Source: an optimization exercise on an open RTL-to-GDS flow (aim: small area, a short achievable clock period and few clock cycles per item). Production flows keep margins and buffers that such runs may drop.
In this exercise RTL edits were held to simulation tests only and were not proved equivalent to the original.

==> design.v <==
package dsbs_pkg;
    localparam int PARTIAL_SLOTS   = 16;
    localparam int SINE_TABLE_BITS = 10;
    localparam int PHASE_BITS      = 24;
    localparam int SLOT_BITS   = $clog2(PARTIAL_SLOTS);
    localparam int TABLE_SIZE  = 1 << SINE_TABLE_BITS;
    localparam int QUARTER     = 1 << (SINE_TABLE_BITS - 2);
    localparam int LEVEL_BITS  = 16;
    localparam int SINE_BITS   = 16;
    localparam int SAMPLE_BITS = 20;
    localparam int PROD_BITS   = 34;   
    localparam int ACC_BITS    = SAMPLE_BITS + 15;
    localparam int OP_BITS        = 1;
    localparam int IN_SLOT_BITS   = 4;
    localparam int IN_STEP_BITS   = 24;
    localparam int CFG_BITS       = 4;
    localparam int S_TDATA_BITS   = 64;
    localparam int M_TDATA_BITS   = 24;
    localparam logic [LEVEL_BITS-1:0] UNITY = 16'h8000;
    typedef logic [PHASE_BITS-1:0]       phase_t;
    typedef logic [LEVEL_BITS-1:0]       level_t;
    typedef logic [SLOT_BITS-1:0]        slot_t;
    typedef logic signed [SINE_BITS-1:0] sine_t;
    typedef logic signed [PROD_BITS-1:0] prod_t;
    typedef logic signed [ACC_BITS-1:0]  acc_t;
    typedef enum logic [OP_BITS-1:0] {
        OP_LOAD = 1'b0,
        OP_TICK = 1'b1
    } op_t;
    typedef enum logic {
        MUL_DECAY = 1'b0,
        MUL_SINE  = 1'b1
    } mul_sel_t;
    typedef struct packed {
        logic  load;
        logic  advance;
        slot_t slot;
    } bank_ctl_t;
endpackage
module dsbs_sine_rom (
    input  logic                                      aclk,
    input  logic [dsbs_pkg::SINE_TABLE_BITS-1:0]       addr,
    output dsbs_pkg::sine_t                            data
);
    dsbs_pkg::sine_t rom [dsbs_pkg::TABLE_SIZE];
    initial begin
        $readmemh("dsbs_sine_rom.hex", rom);
    end
    dsbs_pkg::sine_t data_reg;
    always_ff @(posedge aclk) begin
        data_reg <= rom[addr];
    end
    assign data = data_reg;
endmodule
module dsbs_mul (
    input  dsbs_pkg::mul_sel_t sel,
    input  dsbs_pkg::level_t   level,
    input  dsbs_pkg::level_t   decay,
    input  dsbs_pkg::level_t   level_hold,
    input  dsbs_pkg::sine_t    sine,
    output dsbs_pkg::prod_t    product
);
    logic signed [dsbs_pkg::LEVEL_BITS:0] op_a;
    logic signed [dsbs_pkg::LEVEL_BITS:0] op_b;
    always_comb begin
        unique case (sel)
            dsbs_pkg::MUL_DECAY: begin
                op_a = signed'({1'b0, level});
                op_b = signed'({1'b0, decay});
            end
            dsbs_pkg::MUL_SINE: begin
                op_a = {sine[dsbs_pkg::SINE_BITS-1], sine};
                op_b = signed'({1'b0, level_hold});
            end
            default: begin
                op_a = '0;
                op_b = '0;
            end
        endcase
    end
    assign product = op_a * op_b;
endmodule
module dsbs_bank (
    input  logic                aclk,
    input  logic                aresetn,
    input  dsbs_pkg::bank_ctl_t ctl,
    input  dsbs_pkg::phase_t    load_inc,
    input  dsbs_pkg::level_t    load_level,
    input  dsbs_pkg::level_t    load_decay,
    input  dsbs_pkg::level_t    new_level,
    output dsbs_pkg::phase_t    rd_phase,
    output dsbs_pkg::level_t    rd_level,
    output dsbs_pkg::level_t    rd_decay
);
    dsbs_pkg::phase_t phase_reg [dsbs_pkg::PARTIAL_SLOTS];
    dsbs_pkg::phase_t inc_reg   [dsbs_pkg::PARTIAL_SLOTS];
    dsbs_pkg::level_t level_reg [dsbs_pkg::PARTIAL_SLOTS];
    dsbs_pkg::level_t decay_reg [dsbs_pkg::PARTIAL_SLOTS];
    always_ff @(posedge aclk) begin
        if (!aresetn) begin
            for (int i = 0; i < dsbs_pkg::PARTIAL_SLOTS; i++) begin
                phase_reg[i] <= '0;
            end
        end else if (ctl.load) begin
            phase_reg[ctl.slot] <= '0;
        end else if (ctl.advance) begin
            phase_reg[ctl.slot] <= phase_reg[ctl.slot] + inc_reg[ctl.slot];
        end
    end
    always_ff @(posedge aclk) begin
        if (ctl.load) begin
            inc_reg[ctl.slot]   <= load_inc;
            level_reg[ctl.slot] <= load_level;
            decay_reg[ctl.slot] <= load_decay;
        end else if (ctl.advance) begin
            level_reg[ctl.slot] <= new_level;
        end
    end
    assign rd_phase = phase_reg[ctl.slot];
    assign rd_level = level_reg[ctl.slot];
    assign rd_decay = decay_reg[ctl.slot];
endmodule
module damped_sine_bank_synth (
    input  logic                                aclk,
    input  logic                                aresetn,
    input  logic                                cfg_we,
    input  logic [dsbs_pkg::CFG_BITS-1:0]       cfg_wdata,    
    input  logic                                s_tvalid,
    output logic                                s_tready,
    input  logic [dsbs_pkg::S_TDATA_BITS-1:0]   s_tdata,      
    input  logic [dsbs_pkg::OP_BITS-1:0]        s_tuser,      
    output logic                                m_tvalid,
    input  logic                                m_tready,
    output logic [dsbs_pkg::M_TDATA_BITS-1:0]   m_tdata       
);
    typedef enum logic [1:0] {
        ST_IDLE,
        ST_FETCH,
        ST_MUL,
        ST_DONE
    } state_t;
    localparam int F_SLOT  = 0;
    localparam int F_STEP  = F_SLOT + dsbs_pkg::IN_SLOT_BITS;
    localparam int F_LEVEL = F_STEP + dsbs_pkg::IN_STEP_BITS;
    localparam int F_DECAY = F_LEVEL + dsbs_pkg::LEVEL_BITS;
    state_t                               state_reg;
    logic [dsbs_pkg::CFG_BITS-1:0]        active_reg;
    dsbs_pkg::slot_t                      idx_reg;
    dsbs_pkg::slot_t                      last_reg;
    dsbs_pkg::level_t                     level_hold_reg;
    dsbs_pkg::acc_t                       acc_reg;
    logic                                 m_tvalid_reg;
    logic [dsbs_pkg::SAMPLE_BITS-1:0]     sample_reg;
    logic [dsbs_pkg::IN_SLOT_BITS-1:0]    in_slot;
    logic [dsbs_pkg::IN_STEP_BITS-1:0]    in_step;
    dsbs_pkg::level_t                     in_level;
    dsbs_pkg::level_t                     in_decay;
    logic [31:0]                          slot_ext;
    logic                                 slot_ok;
    dsbs_pkg::level_t                     sat_level;
    dsbs_pkg::level_t                     sat_decay;
    logic                                 accept;
    logic                                 is_tick;
    logic [31:0]                          n_ext;
    dsbs_pkg::slot_t                      n_eff;
    dsbs_pkg::bank_ctl_t                  bank_ctl;
    dsbs_pkg::phase_t                     rd_phase;
    dsbs_pkg::level_t                     rd_level;
    dsbs_pkg::level_t                     rd_decay;
    dsbs_pkg::sine_t                      sine;
    dsbs_pkg::mul_sel_t                   mul_sel;
    dsbs_pkg::prod_t                      product;
    dsbs_pkg::level_t                     new_level;
    dsbs_pkg::acc_t                       acc_rnd;
    logic                                 out_free;
    assign in_slot  = s_tdata[F_SLOT  +: dsbs_pkg::IN_SLOT_BITS];
    assign in_step  = s_tdata[F_STEP  +: dsbs_pkg::IN_STEP_BITS];
    assign in_level = s_tdata[F_LEVEL +: dsbs_pkg::LEVEL_BITS];
    assign in_decay = s_tdata[F_DECAY +: dsbs_pkg::LEVEL_BITS];
    assign slot_ext  = 32'(in_slot);
    assign slot_ok   = (slot_ext < 32'(dsbs_pkg::PARTIAL_SLOTS));
    assign sat_level = (in_level > dsbs_pkg::UNITY) ? dsbs_pkg::UNITY : in_level;
    assign sat_decay = (in_decay > dsbs_pkg::UNITY) ? dsbs_pkg::UNITY : in_decay;
    assign s_tready = (state_reg == ST_IDLE);
    assign accept   = s_tvalid && s_tready;
    assign is_tick  = (s_tuser == dsbs_pkg::OP_TICK);
    assign n_ext = (32'(active_reg) > 32'(dsbs_pkg::PARTIAL_SLOTS - 1))
                 ? 32'(dsbs_pkg::PARTIAL_SLOTS - 1) : 32'(active_reg);
    assign n_eff = n_ext[dsbs_pkg::SLOT_BITS-1:0];
    assign bank_ctl.load    = accept && !is_tick && slot_ok;
    assign bank_ctl.advance = (state_reg == ST_FETCH);
    assign bank_ctl.slot    = (state_reg == ST_IDLE) ? slot_ext[dsbs_pkg::SLOT_BITS-1:0]
                                                     : idx_reg;
    dsbs_bank u_bank (
        .aclk       (aclk),
        .aresetn    (aresetn),
        .ctl        (bank_ctl),
        .load_inc   (dsbs_pkg::phase_t'(in_step)),
        .load_level (sat_level),
        .load_decay (sat_decay),
        .new_level  (new_level),
        .rd_phase   (rd_phase),
        .rd_level   (rd_level),
        .rd_decay   (rd_decay)
    );
    dsbs_sine_rom u_rom (
        .aclk (aclk),
        .addr (rd_phase[dsbs_pkg::PHASE_BITS-1 -: dsbs_pkg::SINE_TABLE_BITS]),
        .data (sine)
    );
    assign mul_sel = (state_reg == ST_FETCH) ? dsbs_pkg::MUL_DECAY : dsbs_pkg::MUL_SINE;
    dsbs_mul u_mul (
        .sel        (mul_sel),
        .level      (rd_level),
        .decay      (rd_decay),
        .level_hold (level_hold_reg),
        .sine       (sine),
        .product    (product)
    );
    assign new_level = product[15 +: dsbs_pkg::LEVEL_BITS];
    assign acc_rnd  = acc_reg + dsbs_pkg::acc_t'(16384);
    assign out_free = !m_tvalid_reg || m_tready;
    always_ff @(posedge aclk) begin
        if (!aresetn) begin
            active_reg <= dsbs_pkg::CFG_BITS'(1);
        end else if (cfg_we) begin
            active_reg <= cfg_wdata;
        end
    end
    always_ff @(posedge aclk) begin
        if (!aresetn) begin
            state_reg    <= ST_IDLE;
            m_tvalid_reg <= 1'b0;
            idx_reg      <= '0;
        end else begin
            if (state_reg == ST_DONE && out_free) begin
                m_tvalid_reg <= 1'b1;
            end else if (m_tready) begin
                m_tvalid_reg <= 1'b0;
            end
            unique case (state_reg)
                ST_IDLE: begin
                    if (accept && is_tick) begin
                        idx_reg  <= '0;
                        last_reg <= n_eff - 1'b1;
                        acc_reg  <= '0;
                        state_reg <= (n_eff == '0) ? ST_DONE : ST_FETCH;
                    end
                end
                ST_FETCH: begin
                    level_hold_reg <= rd_level;
                    state_reg      <= ST_MUL;
                end
                ST_MUL: begin
                    acc_reg <= acc_reg + dsbs_pkg::acc_t'(product);
                    idx_reg <= idx_reg + 1'b1;
                    state_reg <= (idx_reg == last_reg) ? ST_DONE : ST_FETCH;
                end
                ST_DONE: begin
                    if (out_free) begin
                        sample_reg   <= acc_rnd[15 +: dsbs_pkg::SAMPLE_BITS];
                        state_reg    <= ST_IDLE;
                    end
                end
                default: begin
                    state_reg <= ST_IDLE;
                end
            endcase
        end
    end
    assign m_tvalid = m_tvalid_reg;
    assign m_tdata  = {{(dsbs_pkg::M_TDATA_BITS - dsbs_pkg::SAMPLE_BITS){1'b0}}, sample_reg};
endmodule
==> dsbs_sine_rom.hex <==
0000
00c9
0192
025b
0324
03ed
04b6
057f
0648
0711
07d9
08a2
096b
0a33
0afb
0bc4
0c8c
0d54
0e1c
0ee4
0fab
1073
113a
1201
12c8
138f
1455
151c
15e2
16a8
176e
1833
18f9
19be
1a83
1b47
1c0c
1cd0
1d93
1e57
1f1a
1fdd
209f
2162
2224
22e5
23a7
2467
2528
25e8
26a8
2768
2827
28e5
29a4
2a62
2b1f
2bdc
2c99
2d55
2e11
2ecc
2f87
3042
30fc
31b5
326e
3327
33df
3497
354e
3604
36ba
3770
3825
38d9
398d
3a40
3af3
3ba5
3c57
3d08
3db8
3e68
3f17
3fc6
4074
4121
41ce
427a
4326
43d1
447b
4524
45cd
4675
471d
47c4
486a
490f
49b4
4a58
4afb
4b9e
4c40
4ce1
4d81
4e21
4ec0
4f5e
4ffb
5098
5134
51cf
5269
5303
539b
5433
54ca
5560
55f6
568a
571e
57b1
5843
58d4
5964
59f4
5a82
5b10
5b9d
5c29
5cb4
5d3e
5dc8
5e50
5ed7
5f5e
5fe4
6068
60ec
616f
61f1
6272
62f2
6371
63ef
646c
64e9
6564
65de
6657
66d0
6747
67bd
6832
68a7
691a
698c
69fd
6a6e
6add
6b4b
6bb8
6c24
6c8f
6cf9
6d62
6dca
6e31
6e97
6efb
6f5f
6fc2
7023
7083
70e3
7141
719e
71fa
7255
72af
7308
735f
73b6
740b
7460
74b3
7505
7556
75a6
75f4
7642
768e
76d9
7723
776c
77b4
77fb
7840
7885
78c8
790a
794a
798a
79c9
7a06
7a42
7a7d
7ab7
7aef
7b27
7b5d
7b92
7bc6
7bf9
7c2a
7c5a
7c89
7cb7
7ce4
7d0f
7d3a
7d63
7d8a
7db1
7dd6
7dfb
7e1e
7e3f
7e60
7e7f
7e9d
7eba
7ed6
7ef0
7f0a
7f22
7f38
7f4e
7f62
7f75
7f87
7f98
7fa7
7fb5
7fc2
7fce
7fd9
7fe2
7fea
7ff1
7ff6
7ffa
7ffe
7fff
7fff
7fff
7ffe
7ffa
7ff6
7ff1
7fea
7fe2
7fd9
7fce
7fc2
7fb5
7fa7
7f98
7f87
7f75
7f62
7f4e
7f38
7f22
7f0a
7ef0
7ed6
7eba
7e9d
7e7f
7e60
7e3f
7e1e
7dfb
7dd6
7db1
7d8a
7d63
7d3a
7d0f
7ce4
7cb7
7c89
7c5a
7c2a
7bf9
7bc6
7b92
7b5d
7b27
7aef
7ab7
7a7d
7a42
7a06
79c9
798a
794a
790a
78c8
7885
7840
77fb
77b4
776c
7723
76d9
768e
7642
75f4
75a6
7556
7505
74b3
7460
740b
73b6
735f
7308
72af
7255
71fa
719e
7141
70e3
7083
7023
6fc2
6f5f
6efb
6e97
6e31
6dca
6d62
6cf9
6c8f
6c24
6bb8
6b4b
6add
6a6e
69fd
698c
691a
68a7
6832
67bd
6747
66d0
6657
65de
6564
64e9
646c
63ef
6371
62f2
6272
61f1
616f
60ec
6068
5fe4
5f5e
5ed7
5e50
5dc8
5d3e
5cb4
5c29
5b9d
5b10
5a82
59f4
5964
58d4
5843
57b1
571e
568a
55f6
5560
54ca
5433
539b
5303
5269
51cf
5134
5098
4ffb
4f5e
4ec0
4e21
4d81
4ce1
4c40
4b9e
4afb
4a58
49b4
490f
486a
47c4
471d
4675
45cd
4524
447b
43d1
4326
427a
41ce
4121
4074
3fc6
3f17
3e68
3db8
3d08
3c57
3ba5
3af3
3a40
398d
38d9
3825
3770
36ba
3604
354e
3497
33df
3327
326e
31b5
30fc
3042
2f87
2ecc
2e11
2d55
2c99
2bdc
2b1f
2a62
29a4
28e5
2827
2768
26a8
25e8
2528
2467
23a7
22e5
2224
2162
209f
1fdd
1f1a
1e57
1d93
1cd0
1c0c
1b47
1a83
19be
18f9
1833
176e
16a8
15e2
151c
1455
138f
12c8
1201
113a
1073
0fab
0ee4
0e1c
0d54
0c8c
0bc4
0afb
0a33
096b
08a2
07d9
0711
0648
057f
04b6
03ed
0324
025b
0192
00c9
0000
ff37
fe6e
fda5
fcdc
fc13
fb4a
fa81
f9b8
f8ef
f827
f75e
f695
f5cd
f505
f43c
f374
f2ac
f1e4
f11c
f055
ef8d
eec6
edff
ed38
ec71
ebab
eae4
ea1e
e958
e892
e7cd
e707
e642
e57d
e4b9
e3f4
e330
e26d
e1a9
e0e6
e023
df61
de9e
dddc
dd1b
dc59
db99
dad8
da18
d958
d898
d7d9
d71b
d65c
d59e
d4e1
d424
d367
d2ab
d1ef
d134
d079
cfbe
cf04
ce4b
cd92
ccd9
cc21
cb69
cab2
c9fc
c946
c890
c7db
c727
c673
c5c0
c50d
c45b
c3a9
c2f8
c248
c198
c0e9
c03a
bf8c
bedf
be32
bd86
bcda
bc2f
bb85
badc
ba33
b98b
b8e3
b83c
b796
b6f1
b64c
b5a8
b505
b462
b3c0
b31f
b27f
b1df
b140
b0a2
b005
af68
aecc
ae31
ad97
acfd
ac65
abcd
ab36
aaa0
aa0a
a976
a8e2
a84f
a7bd
a72c
a69c
a60c
a57e
a4f0
a463
a3d7
a34c
a2c2
a238
a1b0
a129
a0a2
a01c
9f98
9f14
9e91
9e0f
9d8e
9d0e
9c8f
9c11
9b94
9b17
9a9c
9a22
99a9
9930
98b9
9843
97ce
9759
96e6
9674
9603
9592
9523
94b5
9448
93dc
9371
9307
929e
9236
91cf
9169
9105
90a1
903e
8fdd
8f7d
8f1d
8ebf
8e62
8e06
8dab
8d51
8cf8
8ca1
8c4a
8bf5
8ba0
8b4d
8afb
8aaa
8a5a
8a0c
89be
8972
8927
88dd
8894
884c
8805
87c0
877b
8738
86f6
86b6
8676
8637
85fa
85be
8583
8549
8511
84d9
84a3
846e
843a
8407
83d6
83a6
8377
8349
831c
82f1
82c6
829d
8276
824f
822a
8205
81e2
81c1
81a0
8181
8163
8146
812a
8110
80f6
80de
80c8
80b2
809e
808b
8079
8068
8059
804b
803e
8032
8027
801e
8016
800f
800a
8006
8002
8001
8001
8001
8002
8006
800a
800f
8016
801e
8027
8032
803e
804b
8059
8068
8079
808b
809e
80b2
80c8
80de
80f6
8110
812a
8146
8163
8181
81a0
81c1
81e2
8205
822a
824f
8276
829d
82c6
82f1
831c
8349
8377
83a6
83d6
8407
843a
846e
84a3
84d9
8511
8549
8583
85be
85fa
8637
8676
86b6
86f6
8738
877b
87c0
8805
884c
8894
88dd
8927
8972
89be
8a0c
8a5a
8aaa
8afb
8b4d
8ba0
8bf5
8c4a
8ca1
8cf8
8d51
8dab
8e06
8e62
8ebf
8f1d
8f7d
8fdd
903e
90a1
9105
9169
91cf
9236
929e
9307
9371
93dc
9448
94b5
9523
9592
9603
9674
96e6
9759
97ce
9843
98b9
9930
99a9
9a22
9a9c
9b17
9b94
9c11
9c8f
9d0e
9d8e
9e0f
9e91
9f14
9f98
a01c
a0a2
a129
a1b0
a238
a2c2
a34c
a3d7
a463
a4f0
a57e
a60c
a69c
a72c
a7bd
a84f
a8e2
a976
aa0a
aaa0
ab36
abcd
ac65
acfd
ad97
ae31
aecc
af68
b005
b0a2
b140
b1df
b27f
b31f
b3c0
b462
b505
b5a8
b64c
b6f1
b796
b83c
b8e3
b98b
ba33
badc
bb85
bc2f
bcda
bd86
be32
bedf
bf8c
c03a
c0e9
c198
c248
c2f8
c3a9
c45b
c50d
c5c0
c673
c727
c7db
c890
c946
c9fc
cab2
cb69
cc21
ccd9
cd92
ce4b
cf04
cfbe
d079
d134
d1ef
d2ab
d367
d424
d4e1
d59e
d65c
d71b
d7d9
d898
d958
da18
dad8
db99
dc59
dd1b
dddc
de9e
df61
e023
e0e6
e1a9
e26d
e330
e3f4
e4b9
e57d
e642
e707
e7cd
e892
e958
ea1e
eae4
ebab
ec71
ed38
edff
eec6
ef8d
f055
f11c
f1e4
f2ac
f374
f43c
f505
f5cd
f695
f75e
f827
f8ef
f9b8
fa81
fb4a
fc13
fcdc
fda5
fe6e
ff37
==> run.sh <==
#!/bin/bash
# synth_recipe.tcl (not shown) runs the flow's synth.tcl, then flattens the netlist and writes it again
# the make line also repeats each setting of config.mk as NAME=value (left out here)
make -C /OpenROAD-flow-scripts/flow DESIGN_CONFIG=/design/flow/config.mk WORK_HOME=/design/flow/orfs CLKGATE_MAP_FILE= SYNTH_SCRIPT=/design/flow/synth_recipe.tcl finish
==> config.mk <==
export PLATFORM = sky130hd
export DESIGN_NAME = damped_sine_bank_synth
export DESIGN_NICKNAME = damped_sine_bank_synth
export VERILOG_FILES = /design/flow/design.v
export SDC_FILE = /design/flow/constraint.sdc
export NUM_CORES = 4
export LEC_CHECK = 0
export CAP_MARGIN = 20
export CORE_MARGIN = 2
export CORE_UTILIZATION = 30
export SLEW_MARGIN = 20
export SYNTH_MEMORY_MAX_BITS = 32768
==> constraint.sdc <==
create_clock -name core_clock -period 14.0 [get_ports {aclk}]
set_input_delay 2.8000 -clock core_clock [delete_from_list [all_inputs] [get_ports {aclk}]]
set_output_delay 2.8000 -clock core_clock [all_outputs]
set_load 0.01 [all_outputs]
==> flow_summary.json <==
{
  "outcome": "finished clean",
  "busiest_layer": "met2",
  "final_cell_mix": "edfxtp_1, nor2_1, nand2_1, inv_1, a21oi_1",
  "syn_area_um2": 80000,
  "critPathSlowestCell": "mux2i_4",
  "grt_pass1_vias": 60200,
  "cts.sinks": 1382,
  "ys_types": 102,
  "fp.coreArea_um2": 265000,
  "via_per_inst": 5.88,
  "grtUsageMet1_pct": 32.0,
  "syn_area_per_cell_um2": 11.8,
  "cts_setup_buffers": 0,
  "cpMostUsedCell": "fa_1",
  "async_flop_share_pct": 0,
  "cts-root-buf": "clkbuf_16",
  "drt-initial-drc-count": 8955,
  "gr-total-overflow": 0,
  "place_inst": 10300,
  "drc": 0,
  "cts_buffers": 137,
  "max_freq_ghz": 0.0756,
  "fin_crit_ns": 13.23,
  "wl_per_cell_um": 31.8,
  "clkLatencyLatePin_ns": 0.80,
  "cts_tree": "yes",
  "final-max-slew-violation-count": 0,
  "hold_viol": 0,
  "clkTransAtPathRegs_ns": 0.07,
  "cts_max_level": 4,
  "grt_setup_unrepaired": "false",
  "worstSetupPathType": "in -> reg",
  "holdBufCountCts": 0,
  "place.port_buffers": 91,
  "max_stage_delay_ns": 0.72,
  "dp_hpwl_um": 220000,
  "stdcell_area_um2": 91000,
  "crit_path_start_kind": "primary input",
  "setup_viol": 0,
  "multi_input_area_um2": 35500,
  "tightest_slew_ns": 1.34,
  "yosysWarnings": 4,
  "critPathArrivalTime_ns": 13.71,
  "fin_util_pct": 34.3,
  "clock_path_buffers": 3,
  "cp_max_fo": 43,
  "gr-usage-all-layers_pct": 24.0,
  "synth_flop_cell": "edfxtp_1",
  "fin_worst_skew_ns": 0.0688,
  "use_met3_pct": 6.67,
  "hold_ws_ns": 0.523,
  "fin_cells": 10500,
  "fillers": 26200,
  "grt_use_met2_pct": 36.0,
  "antenna_found_initial": 37,
  "worstPathRequired_ns": 14.49,
  "ys_seq_area_share_pct": 51.5,
  "cts.repair.resized": 0,
  "design.die.area_um2": 271000,
  "fp.dieW_um": 521,
  "end_kind": "register",
  "grt_first_pass_wirelength_um": 466000,
  "slew_headroom_pct": 10.4,
  "placed_area_um2": 86600,
  "std_cell_rows": 189,
  "die_y_um": 521,
  "pre_cts_slack_ns": 0.114,
  "synth_edf_count": 1355,
  "fin_nets": 7407,
  "regArea_um2": 41200,
  "vias": 61800,
  "worst_slack_ns": 0.775,
  "hp-class": "reg -> reg",
  "drt_first_pass_iters": 9,
  "place_congestion": 1.09,
  "drv_cap": 0,
  "synthCells": 6777,
  "area_growth_pct": 13.7,
  "grt_start_max_net_pins": 101,
  "final_common_cell": "edfxtp_1",
  "synth_seq_cells": 1382,
  "initial_core_util_pct": 30.2,
  "ios": 100,
  "routed_wirelength_um": 334000,
  "postRouteAntennaNets": 0,
  "post-route-period-util_pct": 94.5,
  "fin_tns_setup_ns": 0,
  "drive_gt1_share_pct": 16.3
}
layout make-up:
type | instances | share of cell area (%)
sequential | 1382 | 45.3
clock inverter | 71 | 0.831
timing repair buffer | 460 | 4.29
tap | 3533 | 4.86
inverter | 422 | 1.75
multi-input combinational | 4469 | 39.0
clock buffer | 170 | 3.90
antenna | 10 | 0.0275
cells in the mapped netlist (all sizes together), types with 155 or more instances:
cell type,count,area (um^2)
nand2,634,2400
nand3,164,833
ha,180,2250
or2,155,970
inv,419,1570
o21ai,289,1460
buf,253,1320
mux4,293,6600
fa,281,5630
edfxtp,1355,40700
a21oi,360,1810
nor2,750,2830
clkbuf,254,953
nor3,163,861
cell families (layout without fill, tap and decap cells):
family,Yosys count,in the layout,synth area share (%)
simple gates,2129,2129,12.0
compound gates,1406,1406,11.5
flops,1382,1382,51.5
buf+inv,929,1123,4.82
fa+ha+maj,461,461,9.84
mux,355,355,9.03
xor+xnor,114,114,1.25
other cells,1,14,0.00469
worst max-delay path: cells and delay by family:
family | cells | cell delay (ns)
buffers and inverters | 10 | 1.84
and+or+nand+nor | 10 | 1.51
xor gates and xnor gates | 2 | 0.33
adders and majority gates | 8 | 3.56
AOI/OAI and AO/OA | 11 | 2.64
muxes | 2 | 0.97
per-layer routing:
layer / share of wire [%] / vias up
met5: 0.055 / -
met4: 5.8 / 24
met3: 11 / 981
met2: 43 / 3995
met1: 40 / 31500
li1: - / 25300
final timing paths:
| check | start | to | slack, ns | cells after the start |
|---|---|---|---|---|
| setup / recovery | s_tdata[1] | acc_reg[33] | 0.77 | 43 |
| hold / removal | active_reg[0] | last_reg[0] | 0.52 | 1 |
| setup reg to reg | state_reg[1] | acc_reg[33] | 1.99 | 44 |
| hold reg to reg | active_reg[0] | last_reg[0] | 0.52 | 1 |
Testbench counts, summed over its fixed seeds: cycles 63,449, items 2,312.

[what the ideal ports hide]
How much do the figures lean on ideal ports? The routed layout below was timed once more, with nothing changed but the port constraints. Step 1 sets driving cells, clkbuf_16 on the clock port and buf_2 on the other inputs (assumed; they add their load-dependent delay and slew). Step 2 adds t to the input delays and takes it off the output delays; t is the mean of the earliest and latest rising clock arrival at the registers after step 1. Input paths then give back, and output paths get back, about the clock's delay inside the block. Three values: no drivers, after step 1, after step 2; two values: the first two.
shift t [ns]: 0.864
setup WS [ns]: 0.775 / 0.800 / -0.064
hold slack, ns: 0.523 / 0.523 / 0.523
slew at the worst register clock pin (ns): 0.07 / 0.07
Met with ideal ports but missed after step 2: setup timing in this run. For this run, drivers alone change the setup slack by +0.025 ns; drivers and shift together by -0.839 ns.
